Background: an optimization exercise with open tools, aiming at small area, a short achievable clock period and few clock cycles per item. Do not read the settings as production practice. Function was checked by simulation only, so behaviour that the tests miss may differ from the original.

==> run.sh <==
#!/bin/bash
# synth_recipe.tcl (not shown) runs the flow's synth.tcl, then flattens the netlist and writes it again
# the make line also repeats each setting of config.mk as NAME=value (left out here)
make -C /OpenROAD-flow-scripts/flow DESIGN_CONFIG=/design/flow/config.mk WORK_HOME=/design/flow/orfs CLKGATE_MAP_FILE= SYNTH_SCRIPT=/design/flow/synth_recipe.tcl finish
==> constraint.sdc <==
create_clock -name core_clock -period 12.0 [get_ports {clk}]
set_input_delay 2.4000 -clock core_clock [delete_from_list [all_inputs] [get_ports {clk}]]
set_output_delay 2.4000 -clock core_clock [all_outputs]
set_load 0.01 [all_outputs]
==> design.v <==
`default_nettype none
package dgza_pkg;
	localparam int DIM_W     = 11;
	localparam int SUM_W     = 32;
	localparam int MEAN_W    = 16;
	localparam int DIVR_W    = 17;    
	localparam int QUO_W     = 18;    
	localparam int DIV_B     = 2;     
	localparam int ZONE_COUNT = 16;
	localparam int ZONE_W    = $clog2(ZONE_COUNT);
	localparam int CFG_IDX_W = 2;
	localparam int CFG_DATA_W = 16;
	localparam int DEF_MAX_WIDTH  = 1280;
	localparam int DEF_MAX_HEIGHT = 1024;
	localparam logic [DIM_W-1:0]  RST_WIDTH     = 11'd640;
	localparam logic [DIM_W-1:0]  RST_HEIGHT    = 11'd480;
	localparam logic [MEAN_W-1:0] RST_THRESHOLD = 16'd1000;
	localparam logic [CFG_IDX_W-1:0] CFG_FRAME_WIDTH    = 2'd0;
	localparam logic [CFG_IDX_W-1:0] CFG_FRAME_HEIGHT   = 2'd1;
	localparam logic [CFG_IDX_W-1:0] CFG_NEAR_THRESHOLD = 2'd2;
	typedef enum logic [1:0] {
		ST_ACC,
		ST_CONV,
		ST_NEAR,
		ST_EMIT
	} state_t;
	typedef struct packed {
		logic [10:0] pixel_x;
		logic [9:0]  pixel_y;
		logic [15:0] depth_value;
		logic        frame_end;
	} in_t;
	typedef struct packed {
		logic [3:0]  zone_index;
		logic [15:0] zone_mean;
		logic        zone_near;
		logic        steer_right_hint;
		logic        steer_left_hint;
		logic        report_last;
	} out_t;
endpackage
`default_nettype wire
`default_nettype none
import dgza_pkg::*;
module depth_grid_zone_averager #(
	parameter int MAX_WIDTH  = dgza_pkg::DEF_MAX_WIDTH,
	parameter int MAX_HEIGHT = dgza_pkg::DEF_MAX_HEIGHT
) (
	input  wire                                   clk,
	input  wire                                   arst_n,
	input  wire                                   cfg_we,
	input  wire  [dgza_pkg::CFG_IDX_W-1:0]        cfg_index,
	input  wire  [dgza_pkg::CFG_DATA_W-1:0]       cfg_data,
	input  wire                                   in_valid,
	output logic                                  in_ready,
	input  dgza_pkg::in_t                         in_data,
	output logic                                  out_valid,
	input  wire                                   out_ready,
	output dgza_pkg::out_t                        out_data
);
	localparam int CMP_W  = DIM_W + 2;
	localparam int B      = DIV_B;
	localparam int NSTEP  = QUO_W / B;
	localparam int STEP_W = $clog2(NSTEP + 1);
	localparam int PROD_W = 2 * DIM_W;
	localparam int REM_TOP = SUM_W - QUO_W;    
	dgza_pkg::state_t state_q;
	logic [DIM_W-1:0]  width_q, height_q;
	logic [MEAN_W-1:0] thresh_q;
	always_ff @(posedge clk or negedge arst_n) begin
		if (!arst_n) begin
			width_q  <= RST_WIDTH;
			height_q <= RST_HEIGHT;
			thresh_q <= RST_THRESHOLD;
		end else if (cfg_we) begin
			case (cfg_index)
				CFG_FRAME_WIDTH:    width_q  <= cfg_data[DIM_W-1:0];
				CFG_FRAME_HEIGHT:   height_q <= cfg_data[DIM_W-1:0];
				CFG_NEAR_THRESHOLD: thresh_q <= cfg_data[MEAN_W-1:0];
				default: ;
			endcase
		end
	end
	logic [DIM_W-1:0] w_cl, h_cl;
	always_comb begin
		w_cl = width_q;
		if (width_q < DIM_W'(4)) begin
			w_cl = DIM_W'(4);
		end else if ({2'b00, width_q} > CMP_W'(MAX_WIDTH)) begin
			w_cl = DIM_W'(MAX_WIDTH);
		end
		h_cl = height_q;
		if (height_q < DIM_W'(4)) begin
			h_cl = DIM_W'(4);
		end else if ({2'b00, height_q} > CMP_W'(MAX_HEIGHT)) begin
			h_cl = DIM_W'(MAX_HEIGHT);
		end
	end
	logic [PROD_W-1:0] prod_q;
	logic [3:0]        mcnt_q;
	logic              mstart_q;
	logic              mbusy;
	logic [DIM_W:0]    madd;
	logic [DIVR_W-1:0] divisor;
	assign mbusy   = mstart_q || (mcnt_q != 4'd0);
	assign madd    = {1'b0, prod_q[PROD_W-1:DIM_W]} + (prod_q[0] ? {1'b0, w_cl} : '0);
	assign divisor = prod_q[DIVR_W+3:4];
	always_ff @(posedge clk or negedge arst_n) begin
		if (!arst_n) begin
			prod_q   <= PROD_W'(RST_WIDTH) * PROD_W'(RST_HEIGHT);
			mcnt_q   <= '0;
			mstart_q <= 1'b0;
		end else begin
			mstart_q <= cfg_we && (cfg_index == CFG_FRAME_WIDTH || cfg_index == CFG_FRAME_HEIGHT);
			if (mstart_q) begin
				prod_q <= {{DIM_W{1'b0}}, h_cl};
				mcnt_q <= 4'(DIM_W);
			end else if (mcnt_q != 4'd0) begin
				prod_q <= {madd, prod_q[DIM_W-1:1]};
				mcnt_q <= mcnt_q - 4'd1;
			end
		end
	end
	logic [CMP_W-1:0] x4, y4, w1, w2, w3, h1, h2, h3;
	logic [1:0]       col_in, row_in;
	assign x4 = {in_data.pixel_x, 2'b00};
	assign y4 = {1'b0, in_data.pixel_y, 2'b00};
	assign w1 = {2'b00, w_cl};
	assign w2 = {1'b0, w_cl, 1'b0};
	assign w3 = w1 + w2;
	assign h1 = {2'b00, h_cl};
	assign h2 = {1'b0, h_cl, 1'b0};
	assign h3 = h1 + h2;
	assign col_in = 2'(x4 >= w1) + 2'(x4 >= w2) + 2'(x4 >= w3);
	assign row_in = 2'(y4 >= h1) + 2'(y4 >= h2) + 2'(y4 >= h3);
	logic              in_ready_q;
	logic              a_v;
	logic [1:0]        a_row, a_col;
	logic [MEAN_W-1:0] a_d;
	logic              a_fe;
	logic              in_acc;
	assign in_acc = in_valid && in_ready_q;
	always_ff @(posedge clk) begin
		a_row <= row_in;
		a_col <= col_in;
		a_d   <= in_data.depth_value;
		a_fe  <= in_data.frame_end;
	end
	logic [SUM_W-1:0]      sums_q [ZONE_COUNT];
	logic [ZONE_COUNT-1:0] valid_q;
	logic [ZONE_COUNT-1:0] near_q;
	logic [1:0]        k_q;         
	logic [STEP_W-1:0] st_q;        
	logic [ZONE_W-1:0] e_q;         
	logic [1:0]       rsel, csel;
	logic [SUM_W-1:0] colrd [4];
	logic [SUM_W-1:0] rd;
	assign rsel = (state_q == ST_ACC) ? a_row : ((state_q == ST_EMIT) ? e_q[3:2] : k_q);
	assign csel = (state_q == ST_EMIT) ? e_q[1:0] : a_col;
	for (genvar j = 0; j < 4; j++) begin : g_colrd
		assign colrd[j] = valid_q[{rsel, 2'(j)}] ? sums_q[{rsel, 2'(j)}] : '0;
	end
	assign rd = colrd[csel];
	logic              b_v;
	logic [ZONE_W-1:0] b_z;
	logic [SUM_W-1:0]  b_old;
	logic [MEAN_W-1:0] b_d;
	logic              b_fe;
	logic [ZONE_W-1:0] a_z;
	logic [SUM_W:0]    acc_wide;
	logic [SUM_W-1:0]  sum_new;
	assign a_z      = {a_row, a_col};
	assign acc_wide = {1'b0, b_old} + (SUM_W+1)'(b_d);
	assign sum_new  = acc_wide[SUM_W] ? {SUM_W{1'b1}} : acc_wide[SUM_W-1:0];
	always_ff @(posedge clk) begin
		b_old <= (b_v && b_z == a_z) ? sum_new : rd;
		b_d   <= a_d;
		b_z   <= a_z;
		b_fe  <= a_fe;
	end
	logic              go;
	logic              conv_load, conv_step, near_pass;
	assign go        = !mbusy;
	assign conv_load = (state_q == ST_CONV) && go && (st_q == '0);
	assign conv_step = (state_q == ST_CONV) && go && (st_q != '0);
	assign near_pass = (state_q == ST_NEAR);
	logic [DIVR_W-1:0] rem_q [4];
	logic [B-1:0]      nb_q [4];
	logic [DIVR_W-1:0] rem_nx [4];
	logic [B-1:0]      qb [4];
	logic [SUM_W-1:0]  wbus [4];
	logic [3:0]        near_v;
	for (genvar j = 0; j < 4; j++) begin : g_div
		logic [DIVR_W-1:0] rr [B+1];
		assign rr[0] = rem_q[j];
		for (genvar i = 0; i < B; i++) begin : g_step
			logic [DIVR_W:0] t;
			assign t = {rr[i], nb_q[j][B-1-i]};
			assign qb[j][B-1-i] = t >= {1'b0, divisor};
			assign rr[i+1] = qb[j][B-1-i] ? DIVR_W'(t - {1'b0, divisor}) : t[DIVR_W-1:0];
		end
		assign rem_nx[j] = rr[B];
		always_ff @(posedge clk) begin
			if (st_q == '0) begin
				rem_q[j] <= DIVR_W'(colrd[j][SUM_W-1:QUO_W]);
				nb_q[j]  <= colrd[j][QUO_W-1:QUO_W-B];
			end else begin
				rem_q[j] <= rem_nx[j];
				nb_q[j]  <= colrd[j][QUO_W-1-B:QUO_W-2*B];
			end
		end
		assign wbus[j] = conv_step ? {sum_new[SUM_W-1:QUO_W], colrd[j][QUO_W-1-B:0], qb[j]} : sum_new;
		assign near_v[j] = !(colrd[j][QUO_W-1] || colrd[j][QUO_W-2]) && (colrd[j][MEAN_W-1:0] < thresh_q);
	end
	for (genvar z = 0; z < ZONE_COUNT; z++) begin : g_sum
		logic we_acc, we_conv;
		assign we_acc  = b_v && (b_z == ZONE_W'(z));
		assign we_conv = conv_step && (k_q == 2'(z / 4));
		always_ff @(posedge clk) begin
			if (we_acc || we_conv) sums_q[z] <= wbus[z % 4];
			if (near_pass && k_q == 2'(z / 4)) near_q[z] <= near_v[z % 4];
		end
	end
	logic              out_valid_q;
	dgza_pkg::out_t    out_q;
	logic              right_q, left_q;
	logic              ld;
	logic [MEAN_W-1:0] mean_rd;
	assign ld      = (state_q == ST_EMIT) && (!out_valid_q || out_ready);
	assign mean_rd = (rd[QUO_W-1] || rd[QUO_W-2]) ? {MEAN_W{1'b1}} : rd[MEAN_W-1:0];
	always_ff @(posedge clk) begin
		if (ld) begin
			out_q.zone_index       <= e_q;
			out_q.zone_mean        <= mean_rd;
			out_q.zone_near        <= near_q[e_q];
			out_q.steer_right_hint <= right_q;
			out_q.steer_left_hint  <= left_q;
			out_q.report_last      <= (e_q == ZONE_W'(ZONE_COUNT - 1));
		end
	end
	assign in_ready  = in_ready_q;
	assign out_valid = out_valid_q;
	assign out_data  = out_q;
	always_ff @(posedge clk or negedge arst_n) begin
		if (!arst_n) begin
			state_q     <= ST_ACC;
			in_ready_q  <= 1'b1;
			out_valid_q <= 1'b0;
			a_v         <= 1'b0;
			b_v         <= 1'b0;
			valid_q     <= '0;
		end else begin
			a_v <= in_acc;
			b_v <= a_v;
			if (in_acc && in_data.frame_end) in_ready_q <= 1'b0;
			for (int z = 0; z < ZONE_COUNT; z++) begin
				if ((b_v && b_z == ZONE_W'(z)) || (conv_step && k_q == 2'(z / 4))) valid_q[z] <= 1'b1;
			end
			if (ld) out_valid_q <= 1'b1;
			else if (out_ready) out_valid_q <= 1'b0;
			case (state_q)
				ST_ACC: begin
					if (b_v && b_fe) state_q <= ST_CONV;
				end
				ST_CONV: begin
					if (go && st_q == STEP_W'(NSTEP) && k_q == 2'd3) state_q <= ST_NEAR;
				end
				ST_NEAR: begin
					if (k_q == 2'd3) state_q <= ST_EMIT;
				end
				ST_EMIT: begin
					if (ld && e_q == ZONE_W'(ZONE_COUNT - 1)) begin
						state_q    <= ST_ACC;
						in_ready_q <= 1'b1;
						valid_q    <= '0;
					end
				end
				default: state_q <= ST_ACC;
			endcase
		end
	end
	always_ff @(posedge clk) begin
		case (state_q)
			ST_ACC: begin
				k_q     <= '0;
				st_q    <= '0;
				right_q <= 1'b0;
				left_q  <= 1'b0;
			end
			ST_CONV: begin
				if (go) begin
					if (st_q == STEP_W'(NSTEP)) begin
						st_q <= '0;
						k_q  <= k_q + 2'd1;
					end else begin
						st_q <= st_q + STEP_W'(1);
					end
				end
			end
			ST_NEAR: begin
				k_q <= k_q + 2'd1;
				if (near_v[0] || near_v[1]) right_q <= 1'b1;
				if (near_v[2] || near_v[3]) left_q <= 1'b1;
				e_q <= '0;
			end
			ST_EMIT: begin
				if (ld) e_q <= e_q + ZONE_W'(1);
			end
			default: ;
		endcase
	end
endmodule
`default_nettype wire
==> config.mk <==
export PLATFORM = sky130hd
export DESIGN_NAME = depth_grid_zone_averager
export DESIGN_NICKNAME = depth_grid_zone_averager
export VERILOG_FILES = /design/flow/design.v
export SDC_FILE = /design/flow/constraint.sdc
export NUM_CORES = 4
export LEC_CHECK = 0
export CAP_MARGIN = 20
export CORE_MARGIN = 2
export CORE_UTILIZATION = 40
export SLEW_MARGIN = 20
==> flow_summary.toml <==
[run_status]
status = "timing/DRC/antenna clean"

[setup_path]
critPathLaunchType = "flop"
endpoint_kind = "flop"
crit_type = "reg -> reg"
cp_data_required_time_ns = 12.58
slowest_delay_ns = 0.65
crit_chain = "inv_1 -> fa_1 -> nand3_1 -> a21oi_1 -> or3_4 -> o41ai_4 -> a21oi_2 -> or2_0 -> buf_4 -> a21oi_1 -> ha_1 -> a211oi_1 -> o21ai_0 -> a221oi_1 -> a21oi_1 -> o31ai_1 -> a21oi_1 -> a2111oi_4 -> buf_4 -> mux2_1 -> a21oi_1"
cp_slowest_cell = "a221oi_1"
cp_common_cell = "a21oi_1"
crit_arrival_ns = 7.13
cp_max_fo = 18

[grt]
grt_pass1_vias = 30000
grt_antenna_before_repair = 6
grt_usage_pct = 22.0
grt_first_pass_wirelength_um = 187000
grt_max_degree = 76
overflow = 0

[cts]
clkTransAtPathRegs_ns = 0.06
root_buffer = "clkbuf_16"
postCtsHoldBufs = 0
cts_tree = "done"
cts-resized-gates = 0
htreeDepth = 3
clock_latency_ns = 0.68
cts_buffer_depth = 3
post_cts_buffers = 0
cts_buffers = 84
cts_sinks = 801

[drt]
ant_nets = 0
vias = 30600
wl_met1_um = 55200
drtPass1Iterations = 6
wl_met3_um = 9700
topRoutingLayerUsed = "met5"
routed-wl-met2_um = 56300
wire_per_inst_um = 23.7
drc = 0
drt_iter0_drc = 2855
routed_wl_um = 124000
vias_per_cell = 5.84

[yosys]
syn_nets = 4066
synth_top_area_share_pct = 38.9
synth_edf_count = 564
yosys.area_share.simple_pct = 9.31
synth_adder_area_share_pct = 9.81
ys_types = 85
synth_top_family_by_area = "compound AO/OA/AOI/OAI gates"
synth_compound_area_share_pct = 13.6
yosysSeqAreaShare_pct = 50.9
synth-main-ff-cell = "edfxtp_1"
ys_ff_latch = 801
syn-instance-count = 3672
mappedNetlistArea_mm2 = 0.0435
synth_warnings = 12
synth_area_leaders = "edfxtp_1, ha_1, mux4_2, dfxtp_1, dfrtp_1"
synthArstFlopShare_pct = 10.9
synth-xor-area-share_pct = 2.94
synth_most_common_cell = "edfxtp_1"
synth.avg_cell_area_um2 = 11.9
yosysTopAreaCell = "edfxtp_1"
synth_common_cells = "edfxtp_1, ha_1, a21oi_1"
synth_mux_area_share_pct = 10.5

[sta]
report.final.setup_viol = 0
fmax_mhz = 153
fin_crit_ns = 6.55
worst_pin_slew_ns = 1.10
fin_skew_ns = 0.0631
rsz0062_at_grt = "false"
drv_slew = 0
setup_ws_ns = 5.45
fin_crit_sh_pct = 54.6
hold_violations = 0
holdWs_ns = 0.325
tns_ns = 0
max_slew_margin_pct = 24.6

[floorplanning]
die_h_um = 334
die_w_um = 334
ioPinCount = 87
die_area_mm2 = 0.111
start_util_pct = 40.2
placementRows = 121
core_area_mm2 = 0.108

[layout]
nNetsFinal = 4148
multiInputGateArea_mm2 = 0.0204
nFillCells = 9928
final_core_util_pct = 45.3
final_area_mm2 = 0.0491
drive_gt1_share_pct = 12.2
area_growth_syn_to_layout_pct = 12.8
instances_no_fill = 5240
seqCellArea_mm2 = 0.0221

[placed_design]
gp_congestion = 0.912
dp_slack_ns = 5.43
dp_hpwl_um = 84100
place_inst = 5082
port_buffers = 86
dpl_cell_area_mm2 = 0.0462

[hold_path]
min-delay-path-class = "reg -> reg"

[job]
maxCapViolations = 0
[cell usage in the layout, fill, tap and decap left out, drive strengths merged, types with 58 or more instances in the layout]
master	n
dfrtp	70
clkbuf	119
inv	174
xnor2	93
mux2i	67
o21a	59
a21o	82
buf	58
o21ai	226
a21oi	312
dfxtp	150
edfxtp	564
ha	319
mux2	71
nor2	183
mux4	137
clkdlybuf4s50	85
nand3	87
nand2	296
[metal layers]
layer / GRT usage, % / up-vias
met3: 3.61 / 173
met4: 6.01 / 6
met2: 34.7 / 1137
li1: - / 14000
met1: 31.4 / 15200
met5: 0 / -
[area by class of cell]
cell class / instances / share of cell area, %
inverter: 173 / 1.32
clock buffer: 119 / 4.89
multi-input combinational: 2551 / 41.5
sequential: 801 / 45.1
timing repair buffer: 143 / 2.64
antenna: 1 / 0.00509
tap: 1414 / 3.60
clock inverter: 38 / 0.993
[critical path, delay by kind of cell, from the launching register on]
kind                       cells  cell delay (ns)
AOI/OAI and AO/OA             12             3.13
adders and majority gates      2             0.93
buffers and inverters          3             0.97
DFF                            1             0.36
muxes                          1             0.35
and+or+nand+nor                3             0.74
[logic make-up (layout without fill, tap and decap cells)]
group	count (synthesis)	in the layout
AOI/OAI and AO/OA	942	942
muxes	275	275
xor gates and xnor gates	146	146
adders and majority gates	333	333
and+or+nand+nor	855	855
DFF	801	801
other	0	1
buffers and inverters	320	473
[path summary, 6_finish.rpt]
check	from	to	slack, ns	cells past startpoint
max reg2reg	prod_q[5]	rem_q[2][0]	5.45	21
min reg2reg	a_d[12]	b_d[12]	0.33	0
max in group asynchronous	arst_n	valid_q[3]	9.09	2
min in group asynchronous	arst_n	width_q[6]	1.72	1
max	prod_q[5]	rem_q[2][0]	5.45	21
min	a_d[12]	b_d[12]	0.33	0
[state kept, by name (all words and copies together), names as in the netlist, 22 cells and up]
name / flops
rem_q: 68
sums_q: 512
out_q: 24
prod_q: 22
b_old: 32
Testbench counts, summed over its fixed seeds: cycles 18,213, frames 96.

static timing again, ports no longer ideal:
In the flow no input, the clock included, has a driving cell. The finished layout below was timed again as built, in two steps. Step 1 assumes that a clkbuf_16 drives the clock port and a buf_2 every other input. Step 2 times the ports against the registers' clock, not the clock port: input delays grow and output delays shrink by t, the midpoint of the rising clock arrivals with the driver on. Three values: ideal ports, drivers, drivers and shift; two values: the first two.
t (ns): 0.718
slack for setup (ns): 5.450 / 5.450 / 5.450
worst setup path after step 2: register to register
latest minus earliest clock arrival (ns): 0.065 / 0.065
After both steps this run still meets setup and hold. For this run, drivers alone change the setup slack by 0.000 ns; drivers and shift together by 0.000 ns.
